From an optimization exercise on the open Yosys and OpenROAD flow, aimed at small area, a short achievable clock period and few clock cycles per item; shortcuts taken in it are not production practice.
At most, simulation tests tie the RTL to the original design; equivalence was not proved.

==> inputs of run Y <==
## ieee754_mul_arb
module ieee754_mul_arb (
  input  logic        clk,
  input  logic        rst_n,
  input  logic        req0_valid,
  input  logic [31:0] req0_a,
  input  logic [31:0] req0_b,
  output logic        req0_ready,
  input  logic        req1_valid,
  input  logic [31:0] req1_a,
  input  logic [31:0] req1_b,
  output logic        req1_ready,
  output logic        rsp_valid,
  input  logic        rsp_ready,
  output logic        rsp_id,
  output logic [31:0] rsp_s,
  output logic        rsp_ovf,
  output logic        rsp_unf
);
export LEC_CHECK = 0
export CAP_MARGIN = 20
export CORE_MARGIN = 2
export CORE_UTILIZATION = 55
export PLACE_DENSITY = 0.72
export SLEW_MARGIN = 20
export SYNTH_HIERARCHICAL = 1
create_clock -name core_clock -period 10.5 [get_ports {clk}]
standard.sh (not shown) runs the stock make flow with config.mk's settings and CLKGATE_MAP_FILE= SYNTH_SCRIPT=/design/flow/synth_recipe.tcl, a recipe that flattens the netlist after the stock synthesis.
==> flow/flow/run.sh <==
#!/bin/bash
# The standard layout (standard.sh) with changes to how it is made, not to what it must meet
# (the clock and constraints are the design's):
#  - timing repair aims at a setup slack of SETUP_SLACK_MARGIN ns instead of the default;
#  - the buffers that every port gets are buf_1 cells instead of the default delay buffers;
#  - clock tree synthesis builds the tree from clkbuf_4 cells (clkbuf_16 at the root) and adds
#    no dummy loads.
# standard.sh's output goes to standard.log here; each ORFS step logs to orfs/logs/.
set -euo pipefail
export SETUP_SLACK_MARGIN=7.0
export BUFFER_PORTS_ARGS="-buffer_cell sky130_fd_sc_hd__buf_1"
export CTS_ARGS="-sink_clustering_enable -repair_clock_nets -dont_use_dummy_load -root_buf sky130_fd_sc_hd__clkbuf_16 -buf_list sky130_fd_sc_hd__clkbuf_4"
bash standard.sh > standard.log 2>&1
==> run P (differences from run Y) <==
==> flow/flow/run.sh (replaced) <==
#!/bin/bash
# The standard layout (standard.sh) with changes to how it is made, not to what it must meet
# (the clock and constraints are the design's):
#  - timing repair aims at a setup slack of SETUP_SLACK_MARGIN ns instead of the default;
#  - the buffers that every port gets are buf_2 cells instead of the default delay buffers;
#  - clock tree synthesis builds the tree from clkbuf_8 cells (clkbuf_16 at the root) and adds
#    no dummy loads.
# standard.sh's output goes to standard.log here; each ORFS step logs to orfs/logs/.
set -euo pipefail
export SETUP_SLACK_MARGIN=7.0
export BUFFER_PORTS_ARGS="-buffer_cell sky130_fd_sc_hd__buf_2"
export CTS_ARGS="-sink_clustering_enable -repair_clock_nets -dont_use_dummy_load -root_buf sky130_fd_sc_hd__clkbuf_16 -buf_list sky130_fd_sc_hd__clkbuf_8"
bash standard.sh > standard.log 2>&1
- CORE_UTILIZATION: 55 -> 50
- PLACE_DENSITY: 0.72 -> 0.66
==> run K (differences from run Y) <==
--- a/flow/design.v
+++ b/flow/design.v
@@ -62,22 +62,22 @@
 );
   logic v;
   assign v  = sel ? a1 : a0;
   assign s1 = v & ~c2;
   assign s0 = ~v & ~c2;
 endmodule
-module omux3 (
+module omux3n (
   input  logic a,
   input  logic b,
-  input  logic c,
+  input  logic cn,
   input  logic sa,
   input  logic sb,
   input  logic sc,
-  output logic y
+  output logic yn
 );
-  assign y = (sa & a) | (sb & b) | (sc & c);
+  assign yn = ~((sa & a) | (sb & b) | (sc & ~cn));
 endmodule
 module mul_tree (
   input  logic [23:0] ma,
   input  logic [11:0] bneg,
   input  logic [11:0] bone,
   input  logic [11:0] btwo,
@@ -1997,39 +1997,40 @@
     fr_l  = (mant_l & {23{nrm0}}) | {spec_nan_q, 22'd0};
     ovf_1 = ~spec_q & ovf1;
     ovf_0 = ~spec_q & ovf0;
     unf_1 = ~spec_q & unf1 & ~ovf1;
     unf_0 = ~spec_q & unf0 & ~ovf0;
   end
-  logic [34:0] out_q, sk_q, q_d;
+  logic [34:0] outn_q, skn_q, qn_d;
   logic        c2, i1, i0, out_en, sk_en;
   assign c2     = (cnt_q == 2'd2);
   logic [3:0] h1g, h0g;
   logic       ovl_u;
   for (genvar q = 0; q < 4; q++) begin : g_hi
     hisel u_h (.a0(t0[22]), .a1(t1[22]), .sel(sel_u), .c2(c2), .s1(h1g[q]), .s0(h0g[q]));
   end
   assign ovl_u = sel_l ? t1[22] : t0[22];
   hisel u_inc (.a0(ovl_u), .a1(1'b1), .sel(hi), .c2(c2), .s1(i1), .s0(i0));
   assign out_en = c2 ? pop : push & (cnt_q == 2'd0 || pop);
   assign sk_en  = push & (cnt_q == 2'd1) & ~pop;
   for (genvar j = 0; j < 23; j++) begin : g_fr
-    omux3 u_m (.a(fr_h[j]), .b(fr_l[j]), .c(sk_q[j]), .sa(h1g[j / 6]), .sb(h0g[j / 6]), .sc(c2),
-               .y(q_d[j]));
+    omux3n u_m (.a(fr_h[j]), .b(fr_l[j]), .cn(skn_q[j]), .sa(h1g[j / 6]), .sb(h0g[j / 6]),
+                .sc(c2), .yn(qn_d[j]));
   end
   for (genvar k = 0; k < 8; k++) begin : g_ex
-    omux3 u_m (.a(ex1[k]), .b(ex0[k]), .c(sk_q[23+k]), .sa(i1), .sb(i0), .sc(c2), .y(q_d[23+k]));
+    omux3n u_m (.a(ex1[k]), .b(ex0[k]), .cn(skn_q[23+k]), .sa(i1), .sb(i0), .sc(c2),
+                .yn(qn_d[23+k]));
   end
-  omux3 u_unf (.a(unf_1), .b(unf_0), .c(sk_q[32]), .sa(i1), .sb(i0), .sc(c2), .y(q_d[32]));
-  omux3 u_ovf (.a(ovf_1), .b(ovf_0), .c(sk_q[33]), .sa(i1), .sb(i0), .sc(c2), .y(q_d[33]));
-  assign q_d[31] = c2 ? sk_q[31] : sgn_q;
-  assign q_d[34] = c2 ? sk_q[34] : id2_q;
+  omux3n u_unf (.a(unf_1), .b(unf_0), .cn(skn_q[32]), .sa(i1), .sb(i0), .sc(c2), .yn(qn_d[32]));
+  omux3n u_ovf (.a(ovf_1), .b(ovf_0), .cn(skn_q[33]), .sa(i1), .sb(i0), .sc(c2), .yn(qn_d[33]));
+  assign qn_d[31] = c2 ? skn_q[31] : ~sgn_q;
+  assign qn_d[34] = c2 ? skn_q[34] : ~id2_q;
   always_ff @(posedge clk) begin
-    if (out_en) out_q <= q_d;
-    if (sk_en)  sk_q  <= q_d;
+    if (out_en) outn_q <= qn_d;
+    if (sk_en)  skn_q  <= qn_d;
   end
   assign rsp_valid = vld_q;
-  assign rsp_id    = out_q[34];
-  assign rsp_ovf   = out_q[33];
-  assign rsp_unf   = out_q[32];
-  assign rsp_s     = out_q[31:0];
+  assign rsp_id    = ~outn_q[34];
+  assign rsp_ovf   = ~outn_q[33];
+  assign rsp_unf   = ~outn_q[32];
+  assign rsp_s     = ~outn_q[31:0];
 endmodule
==> flow/flow/run.sh (replaced) <==
#!/bin/bash
# The standard layout (standard.sh) with changes to how it is made, not to what it must meet
# (the clock and constraints are the design's):
#  - timing repair aims at a setup slack of SETUP_SLACK_MARGIN ns instead of the default;
#  - the buffers that every port gets are buf_2 cells instead of the default delay buffers;
#  - clock tree synthesis builds the tree from clkbuf_8 cells (clkbuf_16 at the root) and adds
#    no dummy loads.
# standard.sh's output goes to standard.log here; each ORFS step logs to orfs/logs/.
set -euo pipefail
export SETUP_SLACK_MARGIN=7.0
export BUFFER_PORTS_ARGS="-buffer_cell sky130_fd_sc_hd__buf_2"
export CTS_ARGS="-sink_clustering_enable -repair_clock_nets -dont_use_dummy_load -root_buf sky130_fd_sc_hd__clkbuf_16 -buf_list sky130_fd_sc_hd__clkbuf_8"
bash standard.sh > standard.log 2>&1
==> qor summary <==
Outcome: run K timing/DRC/antenna clean; run Y timing/DRC/antenna clean; run P timing/DRC/antenna clean
Top routing layer used: run K met4; run Y met4; run P met5
Synthesized area per cell: run K 10.0 um2; run Y 10.1 um2; run P 10.1 um2
Seq area share: run K 0.246; run Y 0.247; run P 0.244
Global Route met3 Usage: run K 0.0534; run Y 0.0527; run P 0.0435
Final wirelength: run K 75.3 mm; run Y 75.2 mm; run P 75.8 mm
Max Fclk: run K 288 MHz; run Y 293 MHz; run P 290 MHz
Worst-case setup margin in the final layout: run K 7020 ps; run Y 7090 ps; run P 7060 ps
Initial core utilization: run K 0.558; run Y 0.556; run P 0.506
Worst setup path startpoint: run K a1_q[18]; run Y one1_q[7]; run P a1_q[11]
Number of nets at the end of the flow: run K 3130; run Y 3132; run P 3105
Testbench counts of run Y, summed over its fixed seeds: cycles 4,120, items 4,096.
Testbench counts of run P, summed over its fixed seeds: cycles 4,120, items 4,096.
Function not checked in run K: the RTL went through the layout flow alone.

* * *

==> inputs of job 3873 <==
Starting RTL as in the previous note.
==> flow/config.mk <==
export PLATFORM = sky130hd
export DESIGN_NAME = ieee754_mul_arb
export DESIGN_NICKNAME = ieee754_mul_arb
export VERILOG_FILES = /design/flow/design.v
export SDC_FILE = /design/flow/constraint.sdc
export NUM_CORES = 4
export LEC_CHECK = 0
export CAP_MARGIN = 20
export CORE_MARGIN = 2
export CORE_UTILIZATION = 55
export PLACE_DENSITY = 0.72
export SLEW_MARGIN = 20
export SYNTH_HIERARCHICAL = 1
==> flow/constraint.sdc <==
create_clock -name core_clock -period 10.5 [get_ports {clk}]
set_input_delay 2.1000 -clock core_clock [delete_from_list [all_inputs] [get_ports {clk}]]
set_output_delay 2.1000 -clock core_clock [all_outputs]
set_load 0.01 [all_outputs]
==> flow/flow/run.sh <==
#!/bin/bash
# The standard layout (standard.sh) with changes to how it is made, not to what it must meet
# (the clock and constraints are the design's):
#  - timing repair aims at a setup slack of SETUP_SLACK_MARGIN ns instead of the default;
#  - the buffers that every port gets are buf_2 cells instead of the default delay buffers;
#  - clock tree synthesis builds the tree from clkbuf_8 cells (clkbuf_16 at the root) and adds
#    no dummy loads.
# standard.sh's output goes to standard.log here; each ORFS step logs to orfs/logs/.
set -euo pipefail
export SETUP_SLACK_MARGIN=6.95
export BUFFER_PORTS_ARGS="-buffer_cell sky130_fd_sc_hd__buf_2"
export CTS_ARGS="-sink_clustering_enable -repair_clock_nets -dont_use_dummy_load -root_buf sky130_fd_sc_hd__clkbuf_16 -buf_list sky130_fd_sc_hd__clkbuf_8"
bash standard.sh > standard.log 2>&1
==> inputs of job 5333, as changes to job 3873 <==
--- a/flow/flow/run.sh
+++ b/flow/flow/run.sh
@@ -7,7 +7,7 @@
 #    no dummy loads.
 # standard.sh's output goes to standard.log here; each ORFS step logs to orfs/logs/.
 set -euo pipefail
-export SETUP_SLACK_MARGIN=6.95
+export SETUP_SLACK_MARGIN=7.0
 export BUFFER_PORTS_ARGS="-buffer_cell sky130_fd_sc_hd__buf_2"
 export CTS_ARGS="-sink_clustering_enable -repair_clock_nets -dont_use_dummy_load -root_buf sky130_fd_sc_hd__clkbuf_16 -buf_list sky130_fd_sc_hd__clkbuf_8"
 bash standard.sh > standard.log 2>&1
Settings changed: GPL_ROUTABILITY_DRIVEN set to 0.
==> inputs of job 5052, as changes to job 3873 <==
--- a/flow/flow/run.sh
+++ b/flow/flow/run.sh
@@ -7,7 +7,7 @@
 #    no dummy loads.
 # standard.sh's output goes to standard.log here; each ORFS step logs to orfs/logs/.
 set -euo pipefail
-export SETUP_SLACK_MARGIN=6.95
+export SETUP_SLACK_MARGIN=7.0
 export BUFFER_PORTS_ARGS="-buffer_cell sky130_fd_sc_hd__buf_2"
 export CTS_ARGS="-sink_clustering_enable -repair_clock_nets -dont_use_dummy_load -root_buf sky130_fd_sc_hd__clkbuf_16 -buf_list sky130_fd_sc_hd__clkbuf_8"
 bash standard.sh > standard.log 2>&1
==> run summary <==
In synthesized cell count, job 5333 and job 3873 do not differ.
Against job 5333, the critical path depth of job 5052 is lower by 3.
In sequential cell count, job 5333 and job 3873 do not differ.
Job 3873 completed without violations. Job 5052 finished with timing, DRC and antenna clean. Job 5333 passed the timing, DRC and antenna checks.
Worst setup slack, lowest first: job 5333, job 3873, job 5052.
Of job 5333 and job 3873, job 3873 has the higher sequential share of layout area (gap 0.31 points).
Against job 3873, the maximum frequency of job 5052 is higher by 0.42%.
In die area, job 3873 and job 5333 do not differ.
==> figures <==
metric	job 3873	job 5052	job 5333
Result of the run	timing/DRC/antenna clean	timing/DRC/antenna clean	timing/DRC/antenna clean
Seq area share	0.2475	0.2465	0.2444
Num CTS Buffers	42	42	44
Clock buffers	42	42	44
Buffers inserted during post-CTS setup optimization	23	31	40
Global-route met1 utilization	0.3586	0.3603	0.3593
Violation count after the first detailed-route iteration	2327	2433	2549
Path length in cells of the critical path	11	11	14
Via total after detailed routing	21130	21340	21640
RSZ-0062 raised after global routing	yes	no	yes
Hold slack final	0.4074 ns	0.4075 ns	0.4238 ns
Pre-CTS WS	6.444 ns	6.444 ns	6.407 ns
Startpoint of the most critical setup path	a1_q[17]	a1_q[21]	r1_q[44]
Drt via density	6.081	6.132	6.180
Cell occurring most often along the worst timing path	sky130_fd_sc_hd__xor2_1	sky130_fd_sc_hd__xor2_1	-
Share of final layout cell area taken by clock buffers and inverters	0.02111	0.02102	0.02175
Routing usage on met3	0.05852	0.05839	0.05254
Filler cell count	4128	4104	4060
Testbench counts of job 3873, summed over its fixed seeds: cycles 4,120, items 4,096.
Testbench counts of job 5333, summed over its fixed seeds: cycles 4,120, items 4,096.
Testbench counts of job 5052, summed over its fixed seeds: cycles 4,120, items 4,096.

* * *

==> branch pepper <==
Another version of the RTL of ieee754_mul_arb (not shown whole).
Settings: LEC_CHECK=0, CAP_MARGIN=20, CORE_MARGIN=2, CORE_UTILIZATION=55, SLEW_MARGIN=20, SYNTH_HIERARCHICAL=1; clock period 10.5 ns.
==> flow/flow/run.sh <==
#!/bin/bash
# The standard layout (standard.sh) with changes to how it is made, not to what it must meet
# (the clock and constraints are the design's):
#  - timing repair aims at a setup slack of SETUP_SLACK_MARGIN ns instead of the default;
#  - the buffers that every port gets are buf_2 cells instead of the default delay buffers;
#  - clock tree synthesis builds the tree from clkbuf_8 cells (clkbuf_16 at the root) and adds
#    no dummy loads.
# standard.sh's output goes to standard.log here; each ORFS step logs to orfs/logs/.
set -euo pipefail
export SETUP_SLACK_MARGIN=7.0
export BUFFER_PORTS_ARGS="-buffer_cell sky130_fd_sc_hd__buf_2"
export CTS_ARGS="-sink_clustering_enable -repair_clock_nets -dont_use_dummy_load -root_buf sky130_fd_sc_hd__clkbuf_16 -buf_list sky130_fd_sc_hd__clkbuf_8"
bash standard.sh > standard.log 2>&1
==> branch fjord: changes against branch pepper <==
==> flow/flow/run.sh (replaced) <==
#!/bin/bash
# The standard layout (standard.sh) with two changes to how it is made, not to what it must
# meet (the clock and constraints are the design's):
#  - timing repair aims at a setup slack of SETUP_SLACK_MARGIN ns instead of the default;
#  - the buffers that every port gets are buf_2 cells instead of the default delay buffers.
# standard.sh's output (make and every tool it runs) goes to standard.log here.
set -euo pipefail
export SETUP_SLACK_MARGIN=7.2
export BUFFER_PORTS_ARGS="-buffer_cell sky130_fd_sc_hd__buf_2"
bash standard.sh > standard.log 2>&1
==> qor summary <==
Outcome: branch pepper finished clean; branch fjord finished clean
Met1 wire length: branch pepper 34600 um; branch fjord 35200 um
Clock-cell share of area: branch pepper 2.22%; branch fjord 2.52%
Worst-path clk slew: branch pepper 0.06 ns; branch fjord 0.07 ns
Share of the final layout cell area in multi-input gates: branch pepper 62.3%; branch fjord 60.6%
Flop-to-flop setup slack: branch pepper 6.95 ns; branch fjord 7.04 ns
Gr usage total: branch pepper 29.1%; branch fjord 28.4%
R2R cell count: branch pepper 13; branch fjord 12
Final critical delay including setup and external delays: branch pepper 3.55 ns; branch fjord 3.46 ns
Post-placement cell area: branch pepper 0.0297 mm^2; branch fjord 0.0297 mm^2
Worst EP arrival: branch pepper 3.82 ns; branch fjord 3.79 ns
Number of multi-input combinational cells in the layout: branch pepper 2321; branch fjord 2322
Met1 global-route usage: branch pepper 37.7%; branch fjord 36.2%
Final net count: branch pepper 3224; branch fjord 3287
Post-placement setup slack: branch pepper 6.12 ns; branch fjord 6.24 ns
Achievable frequency: branch pepper 282 MHz; branch fjord 289 MHz
Grt met3 use: branch pepper 4.09%; branch fjord 4.74%
Instance count on the critical path: branch pepper 13; branch fjord 12
No functional check of the RTL was part of any run of this note.

## afterwards: timing with drivers on the ports
No port has a modelled driver above. Below, the same layouts with a new extraction and two added sets of constraints. Step 1 sets driving cells, clkbuf_16 on the clock port and buf_2 on the other inputs (assumed; they add their load-dependent delay and slew). Step 2, shift: input delay + t, output delay - t, t = (earliest + latest rising clock arrival at the registers) / 2. This alone moves slack from input paths to output paths. a / b / c = ideal / step 1 / step 2; a / b = the first two.
| run | t, ns | setup WS [ns] | pins driven straight from the clock port |
|---|---|---|---|
| run Y | 0.589 | 7.092 / 7.092 / 6.774 | 1 |
| run P | 0.571 | 7.057 / 7.057 / 6.756 | 1 |
| run K | 0.561 | 7.022 / 7.022 / 6.675 | 1 |
| job 3873 | 0.555 | 7.099 / 7.099 / 6.723 | 1 |
| job 5333 | 0.565 | 7.076 / 7.076 / 6.670 | 1 |
| job 5052 | 0.558 | 7.113 / 7.113 / 6.725 | 1 |
| branch pepper | 0.584 | 6.953 / 6.953 / 6.784 | 1 |
| branch fjord | 0.656 | 7.036 / 7.036 / 6.756 | 1 |
After both steps setup and hold are still met in every run listed. For job 5333, which loses most, drivers alone change the setup slack by 0.000 ns; drivers and shift together by -0.406 ns.
